From an optimization exercise on the open Yosys and OpenROAD flow, aimed at small area, a short achievable clock period and few clock cycles per item; shortcuts taken in it are not production practice. No run shown here included a check of the RTL's function; only the layout flow was run.

==> flow/design.v, too long to show whole: its modules and the start of the top module <==
// module idct_1d_serial: 2579 lines
module idct_1d_serial #(
    parameter int OFFSET = 0
) (
    input  logic        clk,
    input  logic        rst,
    input  logic [95:0] coef_in,
    input  logic        in_valid,
    output logic        in_ready,
    output logic [63:0] pix_out,
    output logic        out_valid,
    input  logic        out_ready
);
  // ...
==> flow/flow/run.sh <==
#!/bin/bash
# Standard ORFS layout with one extra step between synthesis and floorplan:
# fixinv.py cancels the inverters that Yosys's adder extraction leaves between full-adder
# cells (a full adder is self-dual, so flipping its polarity is a pure rewiring).
# Every tool's output goes to a log file of its own in the work folder.
set -euo pipefail
WORK=$(pwd)
RES=$WORK/orfs/results/${FLOW_PLATFORM}/idct_1d_serial/base
EXTRA=()
if [[ -f flow/margin.txt ]]; then
  EXTRA+=("SETUP_SLACK_MARGIN=$(cat flow/margin.txt)")
fi
bash standard.sh ${EXTRA[@]+"${EXTRA[@]}"} "$RES/1_2_yosys.v" > "$WORK/synth.log" 2>&1
cp "$RES/1_2_yosys.v" "$WORK/1_2_yosys.orig.v"
python3 flow/fixinv.py "$WORK/1_2_yosys.orig.v" "$RES/1_2_yosys.v" > "$WORK/fixinv.log" 2>&1
bash standard.sh ${EXTRA[@]+"${EXTRA[@]}"} finish > "$WORK/layout.log" 2>&1
==> flow/flow/fixinv.py <==
#!/usr/bin/env python3
"""Cancel inverters around full-adder cells in a Yosys gate netlist.

A full adder is self-dual: FA(~a,~b,~c) = (~sum, ~cout).  Yosys's extract_fa picks
polarities cell by cell, which leaves inverters between adders.  This pass flips adders
(connects the complements of their inputs and complements their outputs) whenever that
lowers the number of inverters, then writes the netlist back.  The logic is unchanged.
usage: fixinv.py in.v out.v
"""
import re
import sys

OUTPINS = {'X', 'Y', 'Q', 'Q_N', 'SUM', 'COUT', 'HI', 'LO'}
INV = 'sky130_fd_sc_hd__inv_1'


def is_inv(t):
    return re.fullmatch(r'sky130_fd_sc_hd__(clk)?inv_\d+', t) is not None


def is_fa(t):
    return re.fullmatch(r'sky130_fd_sc_hd__fa_\d+', t) is not None


def main(src, dst):
    text = open(src).read()
    m = re.search(r'^(module .*?;\n)(.*?)^endmodule', text, re.S | re.M)
    head_mod, body = m.group(1), m.group(2)
    pre, post = text[:m.start()], text[m.end():]
    cell_re = re.compile(r'^  (sky130_fd_sc_hd__\w+) (\S+) \((.*?)\);\n', re.S | re.M)
    decls = []
    cells = {}
    order = []
    pos = 0
    for cm in cell_re.finditer(body):
        decls.append(body[pos:cm.start()])
        pos = cm.end()
        typ, name, pins = cm.group(1), cm.group(2), cm.group(3)
        pm = {}
        for p, n in re.findall(r'\.(\w+)\(((?:[^()])*)\)', pins):
            pm[p] = n.strip()
        cells[name] = [typ, pm]
        order.append(name)
    rest = body[pos:]
    if rest.strip():
        # assigns or other statements: keep them, but treat their nets as fixed
        pass
    declstr = ''.join(decls)
    outports = set()
    for om in re.finditer(r'^\s*output\s+(\[(\d+):(\d+)\]\s+)?(\S+?)\s*;', head_mod + declstr, re.M):
        if om.group(1):
            hi, lo = int(om.group(2)), int(om.group(3))
            for i in range(min(hi, lo), max(hi, lo) + 1):
                outports.add(f"{om.group(4)}[{i}]")
        else:
            outports.add(om.group(4))
    fixed = set(re.findall(r'[\\\w$\[\]\.]+', rest)) if rest.strip() else set()

    drv = {}
    loads = {}

    def add_load(n, c, p):
        loads.setdefault(n, set()).add((c, p))

    for c in order:
        typ, pm = cells[c]
        for p, n in pm.items():
            if p in OUTPINS:
                drv[n] = (c, p)
            else:
                add_load(n, c, p)
    for n in outports:
        add_load(n, '$PORT', n)

    cnt = [0]

    def newnet():
        cnt[0] += 1
        return f"_fixinv_{cnt[0]}_"

    def newinv(a):
        cnt[0] += 1
        c = f"_fixinvc_{cnt[0]}_"
        y = newnet()
        cells[c] = [INV, {'A': a, 'Y': y}]
        order.append(c)
        drv[y] = (c, 'Y')
        add_load(a, c, 'A')
        return c, y

    def inv_driver(n):
        d = drv.get(n)
        if d and d[0] in cells and is_inv(cells[d[0]][0]):
            return d[0]
        return None

    def inv_load(n):
        for c, p in loads.get(n, ()):
            if c != '$PORT' and c in cells and is_inv(cells[c][0]):
                return c
        return None

    def connect(c, p, n):
        old = cells[c][1][p]
        loads[old].discard((c, p))
        cells[c][1][p] = n
        add_load(n, c, p)

    def remove_cell(c):
        typ, pm = cells.pop(c)
        for p, n in pm.items():
            if p in OUTPINS:
                drv.pop(n, None)
            else:
                loads[n].discard((c, p))

    def gain(f):
        """inverters saved by flipping f (estimate)"""
        typ, pm = cells[f]
        g = 0
        for p in ('A', 'B', 'CIN'):
            n = pm[p]
            I = inv_driver(n)
            if I is not None:
                if len(loads[n]) == 1 and cells[I][1]['Y'] not in outports:
                    g += 1
            elif inv_load(n) is None:
                g -= 1
        for p in ('SUM', 'COUT'):
            o = pm[p]
            ls = loads.get(o, set())
            invs = [c for c, q in ls if c != '$PORT' and is_inv(cells[c][0])
                    and cells[c][1]['Y'] not in outports and cells[c][1]['Y'] not in fixed]
            others = len(ls) - len(invs)
            g += len(invs)
            if others:
                g -= 1
        return g

    def flip(f):
        typ, pm = cells[f]
        for p in ('A', 'B', 'CIN'):
            n = pm[p]
            I = inv_driver(n)
            if I is not None:
                connect(f, p, cells[I][1]['A'])
                if not loads[n] and n not in outports:
                    remove_cell(I)
            else:
                J = inv_load(n)
                y = cells[J][1]['Y'] if J else newinv(n)[1]
                connect(f, p, y)
        for p in ('SUM', 'COUT'):
            o = pm[p]
            o2 = newnet()
            drv.pop(o, None)
            cells[f][1][p] = o2
            drv[o2] = (f, p)
            ls = list(loads.get(o, set()))
            for c, q in ls:
                if c != '$PORT' and is_inv(cells[c][0]):
                    y = cells[c][1]['Y']
                    if y in outports or y in fixed:
                        continue
                    for c2, q2 in list(loads.get(y, set())):
                        connect(c2, q2, o2)
                    remove_cell(c)
            if loads.get(o):
                # remaining loads need the old polarity: o = ~o2
                cnt[0] += 1
                c = f"_fixinvc_{cnt[0]}_"
                cells[c] = [INV, {'A': o2, 'Y': o}]
                order.append(c)
                drv[o] = (c, 'Y')
                add_load(o2, c, 'A')

    def ninv():
        return sum(1 for c in cells if is_inv(cells[c][0]))

    before = ninv()
    fas = [c for c in order if is_fa(cells[c][0])]
    for it in range(20):
        changed = 0
        for f in fas:
            if gain(f) > 0:
                k0 = ninv()
                flip(f)
                changed += 1
        if not changed:
            break
    # merge inverters that share an input
    byin = {}
    for c in list(order):
        if c in cells and is_inv(cells[c][0]):
            a, y = cells[c][1]['A'], cells[c][1]['Y']
            if y in outports or y in fixed:
                continue
            if a in byin:
                keep = byin[a]
                ky = cells[keep][1]['Y']
                for c2, q2 in list(loads.get(y, set())):
                    connect(c2, q2, ky)
                remove_cell(c)
            else:
                byin[a] = c
    # drop inverters with no loads
    for c in list(order):
        if c in cells and is_inv(cells[c][0]):
            y = cells[c][1]['Y']
            if not loads.get(y) and y not in outports and y not in fixed:
                remove_cell(c)
    after = ninv()
    print(f"fixinv: inverters {before} -> {after}", file=sys.stderr)

    newnets = set()
    for c in order:
        if c in cells:
            for n in cells[c][1].values():
                if n.startswith('_fixinv_'):
                    newnets.add(n)
    out = [pre, head_mod, declstr]
    for n in sorted(newnets):
        out.append(f"  wire {n};\n")
    for c in order:
        if c not in cells:
            continue
        typ, pm = cells[c]
        pins = ',\n'.join(f"    .{p}({n}{' ' if n.startswith(chr(92)) else ''})" for p, n in pm.items())
        out.append(f"  {typ} {c} (\n{pins}\n  );\n")
    out.append(rest)
    out.append('endmodule')
    out.append(post)
    open(dst, 'w').write(''.join(out))


if __name__ == '__main__':
    main(sys.argv[1], sys.argv[2])
==> flow/flow/margin.txt <==
6.2
==> flow/standard.sh <==
#!/bin/bash
# synth_recipe.tcl (not shown) runs the flow's synth.tcl, then flattens the netlist and writes it again
# the make line also repeats each setting of config.mk as NAME=value (left out here)
make -C /OpenROAD-flow-scripts/flow DESIGN_CONFIG=/design/flow/config.mk WORK_HOME=/design/flow/orfs CLKGATE_MAP_FILE= SYNTH_SCRIPT=/design/flow/synth_recipe.tcl "${@:-finish}"
==> flow/config.mk <==
export PLATFORM = sky130hd
export DESIGN_NAME = idct_1d_serial
export DESIGN_NICKNAME = idct_1d_serial
export VERILOG_FILES = /design/flow/design.v
export SDC_FILE = /design/flow/constraint.sdc
export NUM_CORES = 4
export LEC_CHECK = 0
export CAP_MARGIN = 20
export CORE_MARGIN = 2
export CORE_UTILIZATION = 40
export SLEW_MARGIN = 20
==> flow/constraint.sdc <==
create_clock -name core_clock -period 11.0 [get_ports {clk}]
set_input_delay 2.2000 -clock core_clock [delete_from_list [all_inputs] [get_ports {clk}]]
set_output_delay 2.2000 -clock core_clock [all_outputs]
set_load 0.01 [all_outputs]
==> metrics.md, run 1 <==
| Metric | Value |
|---|---|
| Status | complete, no violations |
| CLK BUF | 38 |
| DP Area | 40600 sq um |
| Remaining Overflow, GRT | 0 |
| Most common library cell in the layout ignoring fill and taps | fa_1 |
| Post-Syn Area | 37200 sq um |
| Seq area share | 0.188 |
| Max_cap viols | 0 |
| Cell Chain, Critical Path | buf_4 > fa_2 > fa_2 > nor2b_2 > o31a_1 > nor3_1 > o21ai_1 > a21oi_2 > a211o_1 > a2111oi_4 > buf_6 > buf_4 > a21oi_2 > buf_2 |
| Clock Latency Late Sink | 0.56 ns |
| DR WL/cell | 21.8 microns |
| Finished Layout Cells | 5111 |
| Met3 Use GR | 0.0406 |
| Startpoint Class | flop |
| Chip width | 309 microns |
| Diodes inserted | 1 |
| Max Freq | 168 MHz |
| Design area | 45100 sq um |
| Final hold viol count | 0 |
| Worst Setup End Kind | output pin |
| Layout fillers | 8403 |
| Most frequent cells in the layout | fa_1, ha_1, inv_1, edfxtp_1, buf_4 |
| HP Class | flop to flop |
| DR pass1 iterations | 8 |
| Grt met2 use | 0.381 |
==> run 2, diff against run 1 <==
--- a/flow/design.v
+++ b/flow/design.v
@@ -1280,24 +1280,24 @@
     logic cy1235;
     logic bw1236;
     logic cy1237;
     logic bw1238;
     logic [27:0] eo0_q;
     logic [27:0] eo1_q;
     logic [27:0] eo2_q;
     logic [27:0] eo3_q;
-    logic [13:0] ah1239;
-    logic [13:0] ah1240;
-    logic [13:0] ah1241;
-    logic [13:0] ah1242;
-    logic [13:0] ah1243;
-    logic [13:0] ah1244;
-    logic [13:0] ah1245;
-    logic [13:0] ah1246;
+    logic [14:0] ah1239;
+    logic [14:0] ah1240;
+    logic [14:0] ah1241;
+    logic [14:0] ah1242;
+    logic [14:0] ah1243;
+    logic [14:0] ah1244;
+    logic [14:0] ah1245;
+    logic [14:0] ah1246;
     logic [7:0] pix0_1247;
     logic [7:0] pix1_1248;
     logic [7:0] pix2_1249;
     logic [7:0] pix3_1250;
     logic [7:0] pix4_1251;
     logic [7:0] pix5_1252;
     logic [7:0] pix6_1253;
     logic [7:0] pix7_1254;
@@ -2553,27 +2553,27 @@
     assign cy1235 = ({1'b0, {e483[6], e483[5], e483[4], e483[3], e483[2], e483[1], e483[0]}} + {1'b0, {o1083[6], o1083[5], o1083[4], o1083[3], o1083[2], o1083[1], o1083[0]}}) >> 7;
     assign bw1236 = {e483[6], e483[5], e483[4], e483[3], e483[2], e483[1], e483[0]} < {o1083[6], o1083[5], o1083[4], o1083[3], o1083[2], o1083[1], o1083[0]};
     assign cy1237 = ({1'b0, {e638[6], e638[5], e638[4], e638[3], e638[2], e638[1], e638[0]}} + {1'b0, {o1230[6], o1230[5], o1230[4], o1230[3], o1230[2], o1230[1], o1230[0]}}) >> 7;
     assign bw1238 = {e638[6], e638[5], e638[4], e638[3], e638[2], e638[1], e638[0]} < {o1230[6], o1230[5], o1230[4], o1230[3], o1230[2], o1230[1], o1230[0]};
     always_ff @(posedge clk) if (en) eo0_q <= {bw1232, cy1231, o787[19], o787[18], o787[17], o787[16], o787[15], o787[14], o787[13], o787[12], o787[11], o787[10], o787[9], o787[8], o787[7], e179[19], e179[18], e179[17], e179[16], e179[15], e179[14], e179[13], e179[12], e179[11], e179[10], e179[9], e179[8], e179[7]};
     always_ff @(posedge clk) if (en) eo1_q <= {bw1234, cy1233, o936[19], o936[18], o936[17], o936[16], o936[15], o936[14], o936[13], o936[12], o936[11], o936[10], o936[9], o936[8], o936[7], e332[19], e332[18], e332[17], e332[16], e332[15], e332[14], e332[13], e332[12], e332[11], e332[10], e332[9], e332[8], e332[7]};
     always_ff @(posedge clk) if (en) eo2_q <= {bw1236, cy1235, o1083[19], o1083[18], o1083[17], o1083[16], o1083[15], o1083[14], o1083[13], o1083[12], o1083[11], o1083[10], o1083[9], o1083[8], o1083[7], e483[19], e483[18], e483[17], e483[16], e483[15], e483[14], e483[13], e483[12], e483[11], e483[10], e483[9], e483[8], e483[7]};
     always_ff @(posedge clk) if (en) eo3_q <= {bw1238, cy1237, o1230[19], o1230[18], o1230[17], o1230[16], o1230[15], o1230[14], o1230[13], o1230[12], o1230[11], o1230[10], o1230[9], o1230[8], o1230[7], e638[19], e638[18], e638[17], e638[16], e638[15], e638[14], e638[13], e638[12], e638[11], e638[10], e638[9], e638[8], e638[7]};
-    assign ah1239 = {eo0_q[12], eo0_q[12], eo0_q[11], eo0_q[10], eo0_q[9], eo0_q[8], eo0_q[7], eo0_q[6], eo0_q[5], eo0_q[4], eo0_q[3], eo0_q[2], eo0_q[1], eo0_q[0]} + {eo0_q[25], eo0_q[25], eo0_q[24], eo0_q[23], eo0_q[22], eo0_q[21], eo0_q[20], eo0_q[19], eo0_q[18], eo0_q[17], eo0_q[16], eo0_q[15], eo0_q[14], eo0_q[13]} + {13'd0, eo0_q[26]};
-    assign ah1240 = {eo0_q[12], eo0_q[12], eo0_q[11], eo0_q[10], eo0_q[9], eo0_q[8], eo0_q[7], eo0_q[6], eo0_q[5], eo0_q[4], eo0_q[3], eo0_q[2], eo0_q[1], eo0_q[0]} + {~eo0_q[25], ~eo0_q[25], ~eo0_q[24], ~eo0_q[23], ~eo0_q[22], ~eo0_q[21], ~eo0_q[20], ~eo0_q[19], ~eo0_q[18], ~eo0_q[17], ~eo0_q[16], ~eo0_q[15], ~eo0_q[14], ~eo0_q[13]} + {13'd0, ~eo0_q[27]};
-    assign ah1241 = {eo1_q[12], eo1_q[12], eo1_q[11], eo1_q[10], eo1_q[9], eo1_q[8], eo1_q[7], eo1_q[6], eo1_q[5], eo1_q[4], eo1_q[3], eo1_q[2], eo1_q[1], eo1_q[0]} + {eo1_q[25], eo1_q[25], eo1_q[24], eo1_q[23], eo1_q[22], eo1_q[21], eo1_q[20], eo1_q[19], eo1_q[18], eo1_q[17], eo1_q[16], eo1_q[15], eo1_q[14], eo1_q[13]} + {13'd0, eo1_q[26]};
-    assign ah1242 = {eo1_q[12], eo1_q[12], eo1_q[11], eo1_q[10], eo1_q[9], eo1_q[8], eo1_q[7], eo1_q[6], eo1_q[5], eo1_q[4], eo1_q[3], eo1_q[2], eo1_q[1], eo1_q[0]} + {~eo1_q[25], ~eo1_q[25], ~eo1_q[24], ~eo1_q[23], ~eo1_q[22], ~eo1_q[21], ~eo1_q[20], ~eo1_q[19], ~eo1_q[18], ~eo1_q[17], ~eo1_q[16], ~eo1_q[15], ~eo1_q[14], ~eo1_q[13]} + {13'd0, ~eo1_q[27]};
-    assign ah1243 = {eo2_q[12], eo2_q[12], eo2_q[11], eo2_q[10], eo2_q[9], eo2_q[8], eo2_q[7], eo2_q[6], eo2_q[5], eo2_q[4], eo2_q[3], eo2_q[2], eo2_q[1], eo2_q[0]} + {eo2_q[25], eo2_q[25], eo2_q[24], eo2_q[23], eo2_q[22], eo2_q[21], eo2_q[20], eo2_q[19], eo2_q[18], eo2_q[17], eo2_q[16], eo2_q[15], eo2_q[14], eo2_q[13]} + {13'd0, eo2_q[26]};
-    assign ah1244 = {eo2_q[12], eo2_q[12], eo2_q[11], eo2_q[10], eo2_q[9], eo2_q[8], eo2_q[7], eo2_q[6], eo2_q[5], eo2_q[4], eo2_q[3], eo2_q[2], eo2_q[1], eo2_q[0]} + {~eo2_q[25], ~eo2_q[25], ~eo2_q[24], ~eo2_q[23], ~eo2_q[22], ~eo2_q[21], ~eo2_q[20], ~eo2_q[19], ~eo2_q[18], ~eo2_q[17], ~eo2_q[16], ~eo2_q[15], ~eo2_q[14], ~eo2_q[13]} + {13'd0, ~eo2_q[27]};
-    assign ah1245 = {eo3_q[12], eo3_q[12], eo3_q[11], eo3_q[10], eo3_q[9], eo3_q[8], eo3_q[7], eo3_q[6], eo3_q[5], eo3_q[4], eo3_q[3], eo3_q[2], eo3_q[1], eo3_q[0]} + {eo3_q[25], eo3_q[25], eo3_q[24], eo3_q[23], eo3_q[22], eo3_q[21], eo3_q[20], eo3_q[19], eo3_q[18], eo3_q[17], eo3_q[16], eo3_q[15], eo3_q[14], eo3_q[13]} + {13'd0, eo3_q[26]};
-    assign ah1246 = {eo3_q[12], eo3_q[12], eo3_q[11], eo3_q[10], eo3_q[9], eo3_q[8], eo3_q[7], eo3_q[6], eo3_q[5], eo3_q[4], eo3_q[3], eo3_q[2], eo3_q[1], eo3_q[0]} + {~eo3_q[25], ~eo3_q[25], ~eo3_q[24], ~eo3_q[23], ~eo3_q[22], ~eo3_q[21], ~eo3_q[20], ~eo3_q[19], ~eo3_q[18], ~eo3_q[17], ~eo3_q[16], ~eo3_q[15], ~eo3_q[14], ~eo3_q[13]} + {13'd0, ~eo3_q[27]};
-    assign pix0_1247 = (OFFSET == 0) ? (ah1239[13] ? 8'd0 : ((ah1239[8] | ah1239[9] | ah1239[10] | ah1239[11] | ah1239[12]) ? 8'd255 : {ah1239[7], ah1239[6], ah1239[5], ah1239[4], ah1239[3], ah1239[2], ah1239[1], ah1239[0]})) : offset_pixel({ah1239[13], ah1239[12], ah1239[11], ah1239[10], ah1239[9], ah1239[8], ah1239[7], ah1239[6], ah1239[5], ah1239[4], ah1239[3], ah1239[2], ah1239[1], ah1239[0]});
-    assign pix1_1248 = (OFFSET == 0) ? (ah1241[13] ? 8'd0 : ((ah1241[8] | ah1241[9] | ah1241[10] | ah1241[11] | ah1241[12]) ? 8'd255 : {ah1241[7], ah1241[6], ah1241[5], ah1241[4], ah1241[3], ah1241[2], ah1241[1], ah1241[0]})) : offset_pixel({ah1241[13], ah1241[12], ah1241[11], ah1241[10], ah1241[9], ah1241[8], ah1241[7], ah1241[6], ah1241[5], ah1241[4], ah1241[3], ah1241[2], ah1241[1], ah1241[0]});
-    assign pix2_1249 = (OFFSET == 0) ? (ah1243[13] ? 8'd0 : ((ah1243[8] | ah1243[9] | ah1243[10] | ah1243[11] | ah1243[12]) ? 8'd255 : {ah1243[7], ah1243[6], ah1243[5], ah1243[4], ah1243[3], ah1243[2], ah1243[1], ah1243[0]})) : offset_pixel({ah1243[13], ah1243[12], ah1243[11], ah1243[10], ah1243[9], ah1243[8], ah1243[7], ah1243[6], ah1243[5], ah1243[4], ah1243[3], ah1243[2], ah1243[1], ah1243[0]});
-    assign pix3_1250 = (OFFSET == 0) ? (ah1245[13] ? 8'd0 : ((ah1245[8] | ah1245[9] | ah1245[10] | ah1245[11] | ah1245[12]) ? 8'd255 : {ah1245[7], ah1245[6], ah1245[5], ah1245[4], ah1245[3], ah1245[2], ah1245[1], ah1245[0]})) : offset_pixel({ah1245[13], ah1245[12], ah1245[11], ah1245[10], ah1245[9], ah1245[8], ah1245[7], ah1245[6], ah1245[5], ah1245[4], ah1245[3], ah1245[2], ah1245[1], ah1245[0]});
-    assign pix4_1251 = (OFFSET == 0) ? (ah1246[13] ? 8'd0 : ((ah1246[8] | ah1246[9] | ah1246[10] | ah1246[11] | ah1246[12]) ? 8'd255 : {ah1246[7], ah1246[6], ah1246[5], ah1246[4], ah1246[3], ah1246[2], ah1246[1], ah1246[0]})) : offset_pixel({ah1246[13], ah1246[12], ah1246[11], ah1246[10], ah1246[9], ah1246[8], ah1246[7], ah1246[6], ah1246[5], ah1246[4], ah1246[3], ah1246[2], ah1246[1], ah1246[0]});
-    assign pix5_1252 = (OFFSET == 0) ? (ah1244[13] ? 8'd0 : ((ah1244[8] | ah1244[9] | ah1244[10] | ah1244[11] | ah1244[12]) ? 8'd255 : {ah1244[7], ah1244[6], ah1244[5], ah1244[4], ah1244[3], ah1244[2], ah1244[1], ah1244[0]})) : offset_pixel({ah1244[13], ah1244[12], ah1244[11], ah1244[10], ah1244[9], ah1244[8], ah1244[7], ah1244[6], ah1244[5], ah1244[4], ah1244[3], ah1244[2], ah1244[1], ah1244[0]});
-    assign pix6_1253 = (OFFSET == 0) ? (ah1242[13] ? 8'd0 : ((ah1242[8] | ah1242[9] | ah1242[10] | ah1242[11] | ah1242[12]) ? 8'd255 : {ah1242[7], ah1242[6], ah1242[5], ah1242[4], ah1242[3], ah1242[2], ah1242[1], ah1242[0]})) : offset_pixel({ah1242[13], ah1242[12], ah1242[11], ah1242[10], ah1242[9], ah1242[8], ah1242[7], ah1242[6], ah1242[5], ah1242[4], ah1242[3], ah1242[2], ah1242[1], ah1242[0]});
-    assign pix7_1254 = (OFFSET == 0) ? (ah1240[13] ? 8'd0 : ((ah1240[8] | ah1240[9] | ah1240[10] | ah1240[11] | ah1240[12]) ? 8'd255 : {ah1240[7], ah1240[6], ah1240[5], ah1240[4], ah1240[3], ah1240[2], ah1240[1], ah1240[0]})) : offset_pixel({ah1240[13], ah1240[12], ah1240[11], ah1240[10], ah1240[9], ah1240[8], ah1240[7], ah1240[6], ah1240[5], ah1240[4], ah1240[3], ah1240[2], ah1240[1], ah1240[0]});
+    assign ah1239 = {eo0_q[12], eo0_q[12], eo0_q[11], eo0_q[10], eo0_q[9], eo0_q[8], eo0_q[7], eo0_q[6], eo0_q[5], eo0_q[4], eo0_q[3], eo0_q[2], eo0_q[1], eo0_q[0], 1'b1} + {eo0_q[25], eo0_q[25], eo0_q[24], eo0_q[23], eo0_q[22], eo0_q[21], eo0_q[20], eo0_q[19], eo0_q[18], eo0_q[17], eo0_q[16], eo0_q[15], eo0_q[14], eo0_q[13], eo0_q[26]};
+    assign ah1240 = {eo0_q[12], eo0_q[12], eo0_q[11], eo0_q[10], eo0_q[9], eo0_q[8], eo0_q[7], eo0_q[6], eo0_q[5], eo0_q[4], eo0_q[3], eo0_q[2], eo0_q[1], eo0_q[0], 1'b1} + {~eo0_q[25], ~eo0_q[25], ~eo0_q[24], ~eo0_q[23], ~eo0_q[22], ~eo0_q[21], ~eo0_q[20], ~eo0_q[19], ~eo0_q[18], ~eo0_q[17], ~eo0_q[16], ~eo0_q[15], ~eo0_q[14], ~eo0_q[13], ~eo0_q[27]};
+    assign ah1241 = {eo1_q[12], eo1_q[12], eo1_q[11], eo1_q[10], eo1_q[9], eo1_q[8], eo1_q[7], eo1_q[6], eo1_q[5], eo1_q[4], eo1_q[3], eo1_q[2], eo1_q[1], eo1_q[0], 1'b1} + {eo1_q[25], eo1_q[25], eo1_q[24], eo1_q[23], eo1_q[22], eo1_q[21], eo1_q[20], eo1_q[19], eo1_q[18], eo1_q[17], eo1_q[16], eo1_q[15], eo1_q[14], eo1_q[13], eo1_q[26]};
+    assign ah1242 = {eo1_q[12], eo1_q[12], eo1_q[11], eo1_q[10], eo1_q[9], eo1_q[8], eo1_q[7], eo1_q[6], eo1_q[5], eo1_q[4], eo1_q[3], eo1_q[2], eo1_q[1], eo1_q[0], 1'b1} + {~eo1_q[25], ~eo1_q[25], ~eo1_q[24], ~eo1_q[23], ~eo1_q[22], ~eo1_q[21], ~eo1_q[20], ~eo1_q[19], ~eo1_q[18], ~eo1_q[17], ~eo1_q[16], ~eo1_q[15], ~eo1_q[14], ~eo1_q[13], ~eo1_q[27]};
+    assign ah1243 = {eo2_q[12], eo2_q[12], eo2_q[11], eo2_q[10], eo2_q[9], eo2_q[8], eo2_q[7], eo2_q[6], eo2_q[5], eo2_q[4], eo2_q[3], eo2_q[2], eo2_q[1], eo2_q[0], 1'b1} + {eo2_q[25], eo2_q[25], eo2_q[24], eo2_q[23], eo2_q[22], eo2_q[21], eo2_q[20], eo2_q[19], eo2_q[18], eo2_q[17], eo2_q[16], eo2_q[15], eo2_q[14], eo2_q[13], eo2_q[26]};
+    assign ah1244 = {eo2_q[12], eo2_q[12], eo2_q[11], eo2_q[10], eo2_q[9], eo2_q[8], eo2_q[7], eo2_q[6], eo2_q[5], eo2_q[4], eo2_q[3], eo2_q[2], eo2_q[1], eo2_q[0], 1'b1} + {~eo2_q[25], ~eo2_q[25], ~eo2_q[24], ~eo2_q[23], ~eo2_q[22], ~eo2_q[21], ~eo2_q[20], ~eo2_q[19], ~eo2_q[18], ~eo2_q[17], ~eo2_q[16], ~eo2_q[15], ~eo2_q[14], ~eo2_q[13], ~eo2_q[27]};
+    assign ah1245 = {eo3_q[12], eo3_q[12], eo3_q[11], eo3_q[10], eo3_q[9], eo3_q[8], eo3_q[7], eo3_q[6], eo3_q[5], eo3_q[4], eo3_q[3], eo3_q[2], eo3_q[1], eo3_q[0], 1'b1} + {eo3_q[25], eo3_q[25], eo3_q[24], eo3_q[23], eo3_q[22], eo3_q[21], eo3_q[20], eo3_q[19], eo3_q[18], eo3_q[17], eo3_q[16], eo3_q[15], eo3_q[14], eo3_q[13], eo3_q[26]};
+    assign ah1246 = {eo3_q[12], eo3_q[12], eo3_q[11], eo3_q[10], eo3_q[9], eo3_q[8], eo3_q[7], eo3_q[6], eo3_q[5], eo3_q[4], eo3_q[3], eo3_q[2], eo3_q[1], eo3_q[0], 1'b1} + {~eo3_q[25], ~eo3_q[25], ~eo3_q[24], ~eo3_q[23], ~eo3_q[22], ~eo3_q[21], ~eo3_q[20], ~eo3_q[19], ~eo3_q[18], ~eo3_q[17], ~eo3_q[16], ~eo3_q[15], ~eo3_q[14], ~eo3_q[13], ~eo3_q[27]};
+    assign pix0_1247 = (OFFSET == 0) ? (ah1239[14] ? 8'd0 : ((ah1239[9] | ah1239[10] | ah1239[11] | ah1239[12] | ah1239[13]) ? 8'd255 : {ah1239[8], ah1239[7], ah1239[6], ah1239[5], ah1239[4], ah1239[3], ah1239[2], ah1239[1]})) : offset_pixel({ah1239[14], ah1239[13], ah1239[12], ah1239[11], ah1239[10], ah1239[9], ah1239[8], ah1239[7], ah1239[6], ah1239[5], ah1239[4], ah1239[3], ah1239[2], ah1239[1]});
+    assign pix1_1248 = (OFFSET == 0) ? (ah1241[14] ? 8'd0 : ((ah1241[9] | ah1241[10] | ah1241[11] | ah1241[12] | ah1241[13]) ? 8'd255 : {ah1241[8], ah1241[7], ah1241[6], ah1241[5], ah1241[4], ah1241[3], ah1241[2], ah1241[1]})) : offset_pixel({ah1241[14], ah1241[13], ah1241[12], ah1241[11], ah1241[10], ah1241[9], ah1241[8], ah1241[7], ah1241[6], ah1241[5], ah1241[4], ah1241[3], ah1241[2], ah1241[1]});
+    assign pix2_1249 = (OFFSET == 0) ? (ah1243[14] ? 8'd0 : ((ah1243[9] | ah1243[10] | ah1243[11] | ah1243[12] | ah1243[13]) ? 8'd255 : {ah1243[8], ah1243[7], ah1243[6], ah1243[5], ah1243[4], ah1243[3], ah1243[2], ah1243[1]})) : offset_pixel({ah1243[14], ah1243[13], ah1243[12], ah1243[11], ah1243[10], ah1243[9], ah1243[8], ah1243[7], ah1243[6], ah1243[5], ah1243[4], ah1243[3], ah1243[2], ah1243[1]});
+    assign pix3_1250 = (OFFSET == 0) ? (ah1245[14] ? 8'd0 : ((ah1245[9] | ah1245[10] | ah1245[11] | ah1245[12] | ah1245[13]) ? 8'd255 : {ah1245[8], ah1245[7], ah1245[6], ah1245[5], ah1245[4], ah1245[3], ah1245[2], ah1245[1]})) : offset_pixel({ah1245[14], ah1245[13], ah1245[12], ah1245[11], ah1245[10], ah1245[9], ah1245[8], ah1245[7], ah1245[6], ah1245[5], ah1245[4], ah1245[3], ah1245[2], ah1245[1]});
+    assign pix4_1251 = (OFFSET == 0) ? (ah1246[14] ? 8'd0 : ((ah1246[9] | ah1246[10] | ah1246[11] | ah1246[12] | ah1246[13]) ? 8'd255 : {ah1246[8], ah1246[7], ah1246[6], ah1246[5], ah1246[4], ah1246[3], ah1246[2], ah1246[1]})) : offset_pixel({ah1246[14], ah1246[13], ah1246[12], ah1246[11], ah1246[10], ah1246[9], ah1246[8], ah1246[7], ah1246[6], ah1246[5], ah1246[4], ah1246[3], ah1246[2], ah1246[1]});
+    assign pix5_1252 = (OFFSET == 0) ? (ah1244[14] ? 8'd0 : ((ah1244[9] | ah1244[10] | ah1244[11] | ah1244[12] | ah1244[13]) ? 8'd255 : {ah1244[8], ah1244[7], ah1244[6], ah1244[5], ah1244[4], ah1244[3], ah1244[2], ah1244[1]})) : offset_pixel({ah1244[14], ah1244[13], ah1244[12], ah1244[11], ah1244[10], ah1244[9], ah1244[8], ah1244[7], ah1244[6], ah1244[5], ah1244[4], ah1244[3], ah1244[2], ah1244[1]});
+    assign pix6_1253 = (OFFSET == 0) ? (ah1242[14] ? 8'd0 : ((ah1242[9] | ah1242[10] | ah1242[11] | ah1242[12] | ah1242[13]) ? 8'd255 : {ah1242[8], ah1242[7], ah1242[6], ah1242[5], ah1242[4], ah1242[3], ah1242[2], ah1242[1]})) : offset_pixel({ah1242[14], ah1242[13], ah1242[12], ah1242[11], ah1242[10], ah1242[9], ah1242[8], ah1242[7], ah1242[6], ah1242[5], ah1242[4], ah1242[3], ah1242[2], ah1242[1]});
+    assign pix7_1254 = (OFFSET == 0) ? (ah1240[14] ? 8'd0 : ((ah1240[9] | ah1240[10] | ah1240[11] | ah1240[12] | ah1240[13]) ? 8'd255 : {ah1240[8], ah1240[7], ah1240[6], ah1240[5], ah1240[4], ah1240[3], ah1240[2], ah1240[1]})) : offset_pixel({ah1240[14], ah1240[13], ah1240[12], ah1240[11], ah1240[10], ah1240[9], ah1240[8], ah1240[7], ah1240[6], ah1240[5], ah1240[4], ah1240[3], ah1240[2], ah1240[1]});
     assign pix = {pix0_1247, pix1_1248, pix2_1249, pix3_1250, pix4_1251, pix5_1252, pix6_1253, pix7_1254};
     assign pix_out = pix;
 endmodule
==> flow/config.mk (replaced) <==
export PLATFORM = sky130hd
export DESIGN_NAME = idct_1d_serial
export DESIGN_NICKNAME = idct_1d_serial
export VERILOG_FILES = /design/flow/design.v
export SDC_FILE = /design/flow/constraint.sdc
export NUM_CORES = 4
export LEC_CHECK = 0
export ABC_CLOCK_PERIOD_IN_PS = 3000
export CAP_MARGIN = 20
export CORE_MARGIN = 2
export CORE_UTILIZATION = 40
export SLEW_MARGIN = 20
==> metrics.md, run 2 <==
| Metric | Value |
|---|---|
| Status | complete, no violations |
| Worst Setup End Kind | output pin |
| Post-synthesis cell count | 3503 |
| GRT Util Overall | 0.229 |
| Hold path cells | 1 |
| Post-route setup TNS | 0 ns |
| Final setup fails | 0 |
| CP bufs+invs | 4 |
| Remaining Overflow, GRT | 0 (unchanged) |
| Post-Syn Area | 37800 sq um (+1.5%) |
| Clk root buf | clkbuf_16 |
| R2r setup slk | 6.23 ns |
| Most frequent cells in the layout | fa_1, ha_1, inv_1, edfxtp_1, buf_4 |
| Startpoint Class | flop |
| RR Startpoint | x6_q[3] |
| Dpl ws | 5.14 ns |
| Clock transition at path regs | 0.07 ns |
| Routed vias/inst | 5.27 |
| Placer congestion estimate | 0.962 |
| Overall die height | 311 microns |
| DR WL/cell | 21.2 microns (-2.8%) |
| CP Max Fanout | 4 |
| HP Class | flop to flop |
| Worst Setup EP | pix_out[9] |
| DR pass1 iterations | 5 (-3) |
| Placed insts | 4890 |
| Largest net degree at the start of global routing | 75 |
| CP arrival | 3.53 ns |
| Max_cap viols | 0 (unchanged) |
| Vias | 27600 |
| Cell mode on critical path | buf_4 |
| Total routed wirelength | 111000 microns |
| Syn_nets | 4616 |
| RSZ-0062 raised after global routing | yes |
| CTS Hold Bufs | 0 |
| Initial core utilization | 0.405 |
| DRC | 0 |
| # port buffers | 165 |
| Core area | 93500 sq um |
| Final Max Tran Viols | 0 |
| Clk_skew | 0.0201 ns |
| Final WS setup | 5.27 ns |
| Clock Latency Late Sink | 0.57 ns (about the same) |
| Finished Layout Cells | 5229 (+2.3%) |
| P&R area growth vs syn | 20.7% |
| Req. time, crit path | 8.80 ns |
| First-pass GRT wire length | 169000 microns |
| WP depth | 13 |
| Cell Chain, Critical Path | inv_2 > fa_2 > nor2b_1 > o21ai_1 > a21o_1 > a211oi_2 > a2111oi_2 > or3b_4 > a2111oi_4 > buf_4 > buf_4 > a21oi_2 > buf_2 |
| Final core utilization | 0.488 |
| Max Freq | 174 MHz (+3.8%) |
| Crit Path Category | flop to output pin |
| Fin crit share | 0.521 |
| Minimum clock period | 5.73 ns |
| # rows | 112 |
| Worst path top cell family by delay | compound AO/OA/AOI/OAI gates |
| Warnings from Yosys | 1 |
| DRT iter0 DRCs | 1876 |
| CTS max path bufs | 3 |
| Share of cells above drive strength 1 | 0.185 |
| Crit-path max cell delay | 0.42 ns |
| # IOs | 166 |
| Worst-case reg-to-reg path depth | 14 |
| Relative slew margins | 0.222 |
| Detailed-placement wirelength estimate | 90800 microns |
| Reg2reg end | eo2_q[12] |
| Chip width | 311 microns (+0.76%) |
| H-tree depth | 2 |
| Worst slew pin tran | 1.16 ns |
| Number of CTS-inserted buffers | 34 |
| Slowest CP cell | or3b_4 |
| Crit path from | eo1_q[0] |
| Clock sink count | 283 |
| Routed Antenna Nets | 0 |
| Vias in the first global route | 27900 |
| Net count reported at finish | 5060 |
| Most common library cell in the layout ignoring fill and taps | fa_1 |
| Syn Area/Cell | 10.8 sq um |
| Initial antenna violation count | 6 |
| TritonCTS clock tree | yes |
| Final hold viol count | 0 (unchanged) |
| Layout fillers | 8576 (+2.1%) |
| Total Die Area | 97000 sq um |
## run 2: area by class of cell
class / count / area, sq um / area share
Timing Repair Buffer: 447 / 3680 / 0.0806
Sequential cell: 283 / 8490 / 0.186
Clock inverter: 20 / 198 / 0.00433
Tap cell: 1254 / 1570 / 0.0344
Antenna cell: 3 / 7.51 / 0.000164
Inverter: 463 / 1780 / 0.0390
Multi-Input combinational cell: 2718 / 29000 / 0.636
Clock buffer: 41 / 898 / 0.0197
## run 2: per-stage QoR
step / hold slack, ns / instance area [sq um]
detailed placement: 0.453 / 41000
finish: 0.471 / 45600
floorplan: 0.430 / 37900
global placement: 0.440 / 41000
CTS: 0.468 / 44200
global route: 0.506 / 45600
## run 2: worst min-delay path by stage
| stage | end | start | slack [ns] |
|---|---|---|---|
| floorplan | v_q[1] | v_q[0] | 0.43 |
| global placement | v_q[1] | v_q[0] | 0.44 |
| detailed placement | v_q[1] | v_q[0] | 0.45 |
| CTS | v_q[1] | v_q[0] | 0.47 |
| global route | v_q[1] | v_q[0] | 0.51 |
| finish | v_q[1] | v_q[0] | 0.47 |
## run 2: routing by layer
layer	part of all wire	GRT usage	up-vias	wire, microns
met4	0.031	0.0628	2	3440
met1	0.44	0.312	13600	48700
met5	0.00012	0	-	13
li1	-	-	13000	-
met3	0.072	0.0518	147	8020
met2	0.46	0.366	807	50700
## run 2: what timing repair did
item                       4_1_cts  5_1_grt
setup endpoints to repair      120      121
gates cloned                     1        0
pin swaps                       94       86
setup buffers                  164      110
resized for setup              509      154

==> separate check: timing with driven ports <==
How much do the figures lean on ideal ports? The routed layouts below were timed once more, with nothing changed but the port constraints. Step 1 sets driving cells, clkbuf_16 on the clock port and buf_2 on the other inputs (assumed; they add their load-dependent delay and slew). Step 2 adds t to the input delays and takes it off the output delays; t is the mean of the earliest and latest rising clock arrival at the registers after step 1. Input paths then give back, and output paths get back, about the clock's delay inside the block. a / b / c = ideal ports / drivers / drivers and shift; a / b = the first two.
run	shift t [ns]	slack for setup (ns)	worst hold slack (ns)	worst register clock-pin slew, ns
run 1	0.611	5.052 / 4.991 / 5.602	0.470 / 0.470 / 0.470	0.07 / 0.07
run 2	0.619	5.269 / 5.205 / 5.784	0.471 / 0.471 / 0.471	0.07 / 0.07
After both steps every run listed still meets setup and hold.
